What follows belongs to an exercise in optimizing a design on an open flow for small area and a short achievable clock period; a production flow would make more cautious choices. RTL that was checked went through simulation tests only; none was proved equivalent to the original. Power and IR drop assume default switching activity.

## run a
==> flow/design.v <==
module rc4_memory_bank #(
  parameter int                          S_DEPTH        = 256,
  parameter int                          MSG_DEPTH      = 32,
  parameter int                          DATA_W         = 8,
  parameter logic [MSG_DEPTH*DATA_W-1:0] ENC_INIT_IMAGE =
    256'hc9dc233605081f6271444b5eadb0878a99ecf3c6d5d82f3201141b6e7d40575a
) (
  input  logic              clk,
  input  logic              rst,
  input  logic [7:0]        s_address,
  input  logic [DATA_W-1:0] s_data,
  input  logic              s_wren,
  output logic [DATA_W-1:0] s_q,
  input  logic [7:0]        enc_address,
  output logic [DATA_W-1:0] enc_q,
  input  logic [7:0]        dec_address,
  input  logic [DATA_W-1:0] dec_data,
  input  logic              dec_wren,
  output logic [DATA_W-1:0] dec_q
);
  localparam int S_AW   = $clog2(S_DEPTH);
  localparam int MSG_AW = $clog2(MSG_DEPTH);
  localparam int S_LW   = S_AW / 2;
  localparam int S_HW   = S_AW - S_LW;
  localparam int M_LW   = MSG_AW / 2;
  localparam int M_HW   = MSG_AW - M_LW;
  logic [S_AW-1:0] s_a;
  assign s_a = s_address[S_AW-1:0];
  logic [(1<<S_LW)-1:0] s_lo, s_lo_w;
  logic [(1<<S_HW)-1:0] s_hi;
  logic                 s_we;
  assign s_we = rst & s_wren;
  always_comb begin
    for (int l = 0; l < (1<<S_LW); l++) begin
      s_lo[l]   = (s_a[S_LW-1:0] == l[S_LW-1:0]);
      s_lo_w[l] = s_lo[l] & s_we;
    end
    for (int h = 0; h < (1<<S_HW); h++)
      s_hi[h] = (s_a[S_AW-1:S_LW] == h[S_HW-1:0]);
  end
  logic [DATA_W-1:0]  s_mem [S_DEPTH];
  logic [S_DEPTH-1:0] s_rsel_n;
  logic [DATA_W-1:0]  s_rd;
  always_ff @(posedge clk) begin
    for (int w = 0; w < S_DEPTH; w++)
      if (s_hi[w >> S_LW] & s_lo_w[w % (1<<S_LW)])
        s_mem[w] <= s_data;
  end
  always_comb
    for (int w = 0; w < S_DEPTH; w++)
      s_rsel_n[w] = ~(s_hi[w >> S_LW] & s_lo[w % (1<<S_LW)]);
  logic [S_DEPTH*DATA_W-1:0] s_words;
  for (genvar w = 0; w < S_DEPTH; w++) begin : g_s_words
    assign s_words[w*DATA_W +: DATA_W] = s_mem[w];
  end
  localparam int S_NQ = ((S_DEPTH / 32) >= 4 ? S_DEPTH / 128 : 1);
  logic [S_NQ*DATA_W-1:0] s_rd_n;
  rc4mb_rdmux #(.N(S_DEPTH), .W(DATA_W), .NQ(S_NQ)) u_s_rdmux (
    .sel_n(s_rsel_n), .words(s_words), .q_n(s_rd_n)
  );
  always_comb begin
    s_rd = '0;
    for (int i = 0; i < S_NQ; i++) s_rd = s_rd | s_rd_n[i*DATA_W +: DATA_W];
    s_rd = ~s_rd;
  end
  always_ff @(posedge clk or negedge rst) begin
    if (!rst) s_q <= '0;
    else      s_q <= s_wren ? s_data : s_rd;
  end
  logic [MSG_AW-1:0] d_a;
  assign d_a = dec_address[MSG_AW-1:0];
  logic [(1<<M_LW)-1:0] d_lo, d_lo_w;
  logic [(1<<M_HW)-1:0] d_hi;
  logic                 d_we;
  assign d_we = rst & dec_wren;
  always_comb begin
    for (int l = 0; l < (1<<M_LW); l++) begin
      d_lo[l]   = (d_a[M_LW-1:0] == l[M_LW-1:0]);
      d_lo_w[l] = d_lo[l] & d_we;
    end
    for (int h = 0; h < (1<<M_HW); h++)
      d_hi[h] = (d_a[MSG_AW-1:M_LW] == h[M_HW-1:0]);
  end
  logic [DATA_W-1:0]    dec_mem [MSG_DEPTH];
  logic [MSG_DEPTH-1:0] d_rsel_n;
  logic [DATA_W-1:0]    d_rd;
  always_ff @(posedge clk) begin
    for (int w = 0; w < MSG_DEPTH; w++)
      if (d_hi[w >> M_LW] & d_lo_w[w % (1<<M_LW)])
        dec_mem[w] <= dec_data;
  end
  always_comb
    for (int w = 0; w < MSG_DEPTH; w++)
      d_rsel_n[w] = ~(d_hi[w >> M_LW] & d_lo[w % (1<<M_LW)]);
  logic [MSG_DEPTH*DATA_W-1:0] d_words;
  for (genvar w = 0; w < MSG_DEPTH; w++) begin : g_d_words
    assign d_words[w*DATA_W +: DATA_W] = dec_mem[w];
  end
  localparam int D_NQ = ((MSG_DEPTH / 32) >= 4 ? MSG_DEPTH / 128 : 1);
  logic [D_NQ*DATA_W-1:0] d_rd_n;
  rc4mb_rdmux #(.N(MSG_DEPTH), .W(DATA_W), .NQ(D_NQ)) u_d_rdmux (
    .sel_n(d_rsel_n), .words(d_words), .q_n(d_rd_n)
  );
  always_comb begin
    d_rd = '0;
    for (int i = 0; i < D_NQ; i++) d_rd = d_rd | d_rd_n[i*DATA_W +: DATA_W];
    d_rd = ~d_rd;
  end
  always_ff @(posedge clk or negedge rst) begin
    if (!rst) dec_q <= '0;
    else      dec_q <= dec_wren ? dec_data : d_rd;
  end
  logic [MSG_DEPTH*DATA_W-1:0] enc_rom;
  assign enc_rom = ENC_INIT_IMAGE;
  always_ff @(posedge clk or negedge rst) begin
    if (!rst) enc_q <= '0;
    else      enc_q <= enc_rom[enc_address[MSG_AW-1:0]*DATA_W +: DATA_W];
  end
  logic unused_addr_bits;
  assign unused_addr_bits = ^{enc_address[7:MSG_AW], dec_address[7:MSG_AW]};
endmodule
module rc4mb_rdmux #(
  parameter int N  = 256,
  parameter int W  = 8,
  parameter int NQ = 2
) (
  input  logic [N-1:0]    sel_n,
  input  logic [N*W-1:0]  words,
  output logic [NQ*W-1:0] q_n
);
  localparam int N1 = N / 2;                  
  localparam int N2 = N1 / 2;                 
  localparam int N3 = N2 / 4;                 
  localparam int N4 = N3 / 2;                 
  localparam int N5 = N4 >= 4 ? N4 / 4 : 1;   
  logic [N1*W-1:0] t1_n;
  logic [N2*W-1:0] t2;
  logic [N3*W-1:0] t3_n;
  logic [N4*W-1:0] t4;
  logic [N5*W-1:0] t5_n;
  for (genvar g = 0; g < N1; g++) begin : g_t1
    for (genvar b = 0; b < W; b++) begin : g_b
      rc4mb_oai22 u_leaf (
        .a1(sel_n[2*g]),   .a2(words[(2*g)*W + b]),
        .b1(sel_n[2*g+1]), .b2(words[(2*g+1)*W + b]),
        .y(t1_n[g*W + b])
      );
    end
  end
  for (genvar g = 0; g < N2; g++) begin : g_t2
    rc4mb_nor #(.N(2), .W(W)) u_nor (.a(t1_n[2*g*W +: 2*W]), .y(t2[g*W +: W]));
  end
  for (genvar g = 0; g < N3; g++) begin : g_t3
    rc4mb_nand #(.N(4), .W(W)) u_nand (.a(t2[4*g*W +: 4*W]), .y(t3_n[g*W +: W]));
  end
  for (genvar g = 0; g < N4; g++) begin : g_t4
    rc4mb_nor #(.N(2), .W(W)) u_nor (.a(t3_n[2*g*W +: 2*W]), .y(t4[g*W +: W]));
  end
  if (N4 >= 4) begin : g_t5
    for (genvar g = 0; g < N5; g++) begin : g_g
      rc4mb_nand #(.N(4), .W(W)) u_nand (.a(t4[4*g*W +: 4*W]), .y(t5_n[g*W +: W]));
    end
  end else begin : g_t5
    always_comb begin
      t5_n = '1;
      for (int i = 0; i < N4; i++) t5_n = t5_n & t4[i*W +: W];
      t5_n = ~t5_n;
    end
  end
  assign q_n = t5_n;
endmodule
module rc4mb_oai22 (
  input  logic a1,
  input  logic a2,
  input  logic b1,
  input  logic b2,
  output logic y
);
  assign y = ~((a1 | a2) & (b1 | b2));
endmodule
module rc4mb_nand #(
  parameter int N = 4,
  parameter int W = 8
) (
  input  logic [N*W-1:0] a,
  output logic [W-1:0]   y
);
  always_comb begin
    y = '1;
    for (int i = 0; i < N; i++) y = y & a[i*W +: W];
    y = ~y;
  end
endmodule
module rc4mb_nor #(
  parameter int N = 4,
  parameter int W = 8
) (
  input  logic [N*W-1:0] a,
  output logic [W-1:0]   y
);
  always_comb begin
    y = '0;
    for (int i = 0; i < N; i++) y = y | a[i*W +: W];
    y = ~y;
  end
endmodule
export LEC_CHECK = 0
export CAP_MARGIN = 20
export CORE_MARGIN = 2
export CORE_UTILIZATION = 40
export SETUP_SLACK_MARGIN = 3.6
export SLEW_MARGIN = 20
export SYNTH_HIERARCHICAL = 1
export SYNTH_MINIMUM_KEEP_SIZE = 0
create_clock -name core_clock -period 6.0 [get_ports {clk}]
run.sh (not shown) runs the stock make flow with config.mk's settings and CLKGATE_MAP_FILE= SYNTH_SCRIPT=/design/flow/synth_recipe.tcl, a recipe that flattens the netlist after the stock synthesis.
Run a finished every step from synthesis to the final layout, and the layout passed the timing, DRC and antenna checks.
The inputs of run b differ from those of run a as listed below.
-- flow/design.v --
<<< run a, line 54
    assign s_words[w*DATA_W +: DATA_W] = s_mem[w];
  end
  localparam int S_NQ = ((S_DEPTH / 32) >= 4 ? S_DEPTH / 128 : 1);
  logic [S_NQ*DATA_W-1:0] s_rd_n;
  rc4mb_rdmux #(.N(S_DEPTH), .W(DATA_W), .NQ(S_NQ)) u_s_rdmux (
    .sel_n(s_rsel_n), .words(s_words), .q_n(s_rd_n)
  );
  always_comb begin
    s_rd = '0;
    for (int i = 0; i < S_NQ; i++) s_rd = s_rd | s_rd_n[i*DATA_W +: DATA_W];
    s_rd = ~s_rd;
  end
  always_ff @(posedge clk or negedge rst) begin
    if (!rst) s_q <= '0;
>>> run b, line 54
    assign s_words[w*DATA_W +: DATA_W] = s_mem[w];
  end
  rc4mb_rdmux #(.N(S_DEPTH), .W(DATA_W)) u_s_rdmux (
    .sel_n(s_rsel_n), .words(s_words), .q(s_rd)
  );
  always_ff @(posedge clk or negedge rst) begin
    if (!rst) s_q <= '0;
<<< run a, line 97
    assign d_words[w*DATA_W +: DATA_W] = dec_mem[w];
  end
  localparam int D_NQ = ((MSG_DEPTH / 32) >= 4 ? MSG_DEPTH / 128 : 1);
  logic [D_NQ*DATA_W-1:0] d_rd_n;
  rc4mb_rdmux #(.N(MSG_DEPTH), .W(DATA_W), .NQ(D_NQ)) u_d_rdmux (
    .sel_n(d_rsel_n), .words(d_words), .q_n(d_rd_n)
  );
  always_comb begin
    d_rd = '0;
    for (int i = 0; i < D_NQ; i++) d_rd = d_rd | d_rd_n[i*DATA_W +: DATA_W];
    d_rd = ~d_rd;
  end
  always_ff @(posedge clk or negedge rst) begin
    if (!rst) dec_q <= '0;
>>> run b, line 90
    assign d_words[w*DATA_W +: DATA_W] = dec_mem[w];
  end
  rc4mb_rdmux #(.N(MSG_DEPTH), .W(DATA_W)) u_d_rdmux (
    .sel_n(d_rsel_n), .words(d_words), .q(d_rd)
  );
  always_ff @(posedge clk or negedge rst) begin
    if (!rst) dec_q <= '0;
<<< run a, line 121
endmodule
module rc4mb_rdmux #(
  parameter int N  = 256,
  parameter int W  = 8,
  parameter int NQ = 2
) (
  input  logic [N-1:0]    sel_n,
  input  logic [N*W-1:0]  words,
  output logic [NQ*W-1:0] q_n
);
  localparam int N1 = N / 2;                  
>>> run b, line 107
endmodule
module rc4mb_rdmux #(
  parameter int N = 256,
  parameter int W = 8
) (
  input  logic [N-1:0]   sel_n,
  input  logic [N*W-1:0] words,
  output logic [W-1:0]   q
);
  localparam int N1 = N / 2;                  
<<< run a, line 168
    end
  end
  assign q_n = t5_n;
endmodule
module rc4mb_oai22 (
>>> run b, line 153
    end
  end
  always_comb begin
    q = '0;
    for (int i = 0; i < N5; i++) q = q | t5_n[i*W +: W];
    q = ~q;
  end
endmodule
module rc4mb_oai22 (
## What came out
| share of the core filled with cells | run b vs run a | 0.76 points higher |
Between run b and run a, the die area figures differ only marginally.
Against run a, run b comes in 0.03 ns higher on required arrival time at the worst endpoint.
Between run a and run b, the difference in post-synth design cell area is negligible.
In terms of power share of the combinational group, run a and run b differ only marginally.
Global routing usage summed across all routing layers, run a and run b: lower on run a
Relative to run a, power density normalized to cell area has gone down in run b.
Compared to run a, the routing of run b uses more wire.
Diff run a -> run b: initial antenna violation count saw an increase, clock-buffer cell count saw a decrease.
nor2_4 as the highest-delay cell along the critical path was reported by run b, and nand4_1 by run a.
The RTL of run a was laid out without a check of its function.

// rc4_memory_bank: RTL as listed in full above, without the edits since
Settings: LEC_CHECK=0, CAP_MARGIN=20, CORE_MARGIN=2, CORE_UTILIZATION=40, CTS_CLUSTER_DIAMETER=80, CTS_CLUSTER_SIZE=30, SETUP_SLACK_MARGIN=3.6, SLEW_MARGIN=20, SYNTH_HIERARCHICAL=1, SYNTH_MINIMUM_KEEP_SIZE=0; clock period 6.0 ns.
The baseline went through all stages and came out clean.
Then changed:
--- a/flow/design.v
+++ b/flow/design.v
@@ -50,22 +50,15 @@
     for (int w = 0; w < S_DEPTH; w++)
       s_rsel_n[w] = ~(s_hi[w >> S_LW] & s_lo[w % (1<<S_LW)]);
   logic [S_DEPTH*DATA_W-1:0] s_words;
   for (genvar w = 0; w < S_DEPTH; w++) begin : g_s_words
     assign s_words[w*DATA_W +: DATA_W] = s_mem[w];
   end
-  localparam int S_NQ = ((S_DEPTH / 32) >= 4 ? S_DEPTH / 128 : 1);
-  logic [S_NQ*DATA_W-1:0] s_rd_n;
-  rc4mb_rdmux #(.N(S_DEPTH), .W(DATA_W), .NQ(S_NQ)) u_s_rdmux (
-    .sel_n(s_rsel_n), .words(s_words), .q_n(s_rd_n)
+  rc4mb_rdmux #(.N(S_DEPTH), .W(DATA_W)) u_s_rdmux (
+    .sel_n(s_rsel_n), .words(s_words), .q(s_rd)
   );
-  always_comb begin
-    s_rd = '0;
-    for (int i = 0; i < S_NQ; i++) s_rd = s_rd | s_rd_n[i*DATA_W +: DATA_W];
-    s_rd = ~s_rd;
-  end
   always_ff @(posedge clk or negedge rst) begin
     if (!rst) s_q <= '0;
     else      s_q <= s_wren ? s_data : s_rd;
   end
   logic [MSG_AW-1:0] d_a;
   assign d_a = dec_address[MSG_AW-1:0];
@@ -93,22 +86,15 @@
     for (int w = 0; w < MSG_DEPTH; w++)
       d_rsel_n[w] = ~(d_hi[w >> M_LW] & d_lo[w % (1<<M_LW)]);
   logic [MSG_DEPTH*DATA_W-1:0] d_words;
   for (genvar w = 0; w < MSG_DEPTH; w++) begin : g_d_words
     assign d_words[w*DATA_W +: DATA_W] = dec_mem[w];
   end
-  localparam int D_NQ = ((MSG_DEPTH / 32) >= 4 ? MSG_DEPTH / 128 : 1);
-  logic [D_NQ*DATA_W-1:0] d_rd_n;
-  rc4mb_rdmux #(.N(MSG_DEPTH), .W(DATA_W), .NQ(D_NQ)) u_d_rdmux (
-    .sel_n(d_rsel_n), .words(d_words), .q_n(d_rd_n)
+  rc4mb_rdmux #(.N(MSG_DEPTH), .W(DATA_W)) u_d_rdmux (
+    .sel_n(d_rsel_n), .words(d_words), .q(d_rd)
   );
-  always_comb begin
-    d_rd = '0;
-    for (int i = 0; i < D_NQ; i++) d_rd = d_rd | d_rd_n[i*DATA_W +: DATA_W];
-    d_rd = ~d_rd;
-  end
   always_ff @(posedge clk or negedge rst) begin
     if (!rst) dec_q <= '0;
     else      dec_q <= dec_wren ? dec_data : d_rd;
   end
   logic [MSG_DEPTH*DATA_W-1:0] enc_rom;
   assign enc_rom = ENC_INIT_IMAGE;
@@ -117,19 +103,18 @@
     else      enc_q <= enc_rom[enc_address[MSG_AW-1:0]*DATA_W +: DATA_W];
   end
   logic unused_addr_bits;
   assign unused_addr_bits = ^{enc_address[7:MSG_AW], dec_address[7:MSG_AW]};
 endmodule
 module rc4mb_rdmux #(
-  parameter int N  = 256,
-  parameter int W  = 8,
-  parameter int NQ = 2
+  parameter int N = 256,
+  parameter int W = 8
 ) (
-  input  logic [N-1:0]    sel_n,
-  input  logic [N*W-1:0]  words,
-  output logic [NQ*W-1:0] q_n
+  input  logic [N-1:0]   sel_n,
+  input  logic [N*W-1:0] words,
+  output logic [W-1:0]   q
 );
   localparam int N1 = N / 2;                  
   localparam int N2 = N1 / 2;                 
   localparam int N3 = N2 / 4;                 
   localparam int N4 = N3 / 2;                 
   localparam int N5 = N4 >= 4 ? N4 / 4 : 1;   
@@ -164,13 +149,17 @@
     always_comb begin
       t5_n = '1;
       for (int i = 0; i < N4; i++) t5_n = t5_n & t4[i*W +: W];
       t5_n = ~t5_n;
     end
   end
-  assign q_n = t5_n;
+  always_comb begin
+    q = '0;
+    for (int i = 0; i < N5; i++) q = q | t5_n[i*W +: W];
+    q = ~q;
+  end
 endmodule
 module rc4mb_oai22 (
   input  logic a1,
   input  logic a2,
   input  logic b1,
   input  logic b2,
Final cell count is lower by 0.49%.
Global-route usage is about the same.
Synthesized area is about the same.
Power hardly moves.
Design area is higher by 1.2%.
Wire length is higher by 0.78%.
Worst hold slack is worse by 0.28 ns.
Clock skew is higher by 0.027 ns.
Non-clock buffer count is lower by 26.
Clock power is about the same.
Worst setup slack is better by 0.19 ns.
Count of clock-buffer cells in the layout is higher by 5.
Die area hardly moves.
No functional check of the RTL was part of the first run of this note.

[afterwards: timing with drivers on the ports]
Ports are ideal in the flow. The routed layouts listed here were re-timed in OpenROAD. Step 1, drivers: a clkbuf_16 drives clk and a buf_2 each remaining input, both assumed. Step 2 also shifts input and output timing later by t, the mid clock arrival at the registers, as if the neighbouring blocks saw the same clock. a / b / c = no drivers / after step 1 / after step 2; a / b = the first two.
run | shift t [ns] | setup slack, ns | worst setup path after step 2 | latest minus earliest clock arrival (ns) | slew at the worst register clock pin (ns)
run a | 0.932 | 3.116 / 3.063 / 2.131 | input to register | 0.090 / 0.091 | 0.07 / 0.07
run b | 0.933 | 3.215 / 3.143 / 2.209 | input to register | 0.055 / 0.055 | 0.07 / 0.07
the first run of note 2 | 0.877 | 3.028 / 2.983 / 2.107 | input to register | 0.050 / 0.051 | 0.11 / 0.11
the second run of note 2 | 0.873 | 3.222 / 3.104 / 2.232 | input to register | 0.073 / 0.073 | 0.11 / 0.11
After both steps setup and hold are still met in every run listed. The setup slack of run b, which loses most, moves by -0.072 ns with the drivers and by -1.006 ns with both steps.
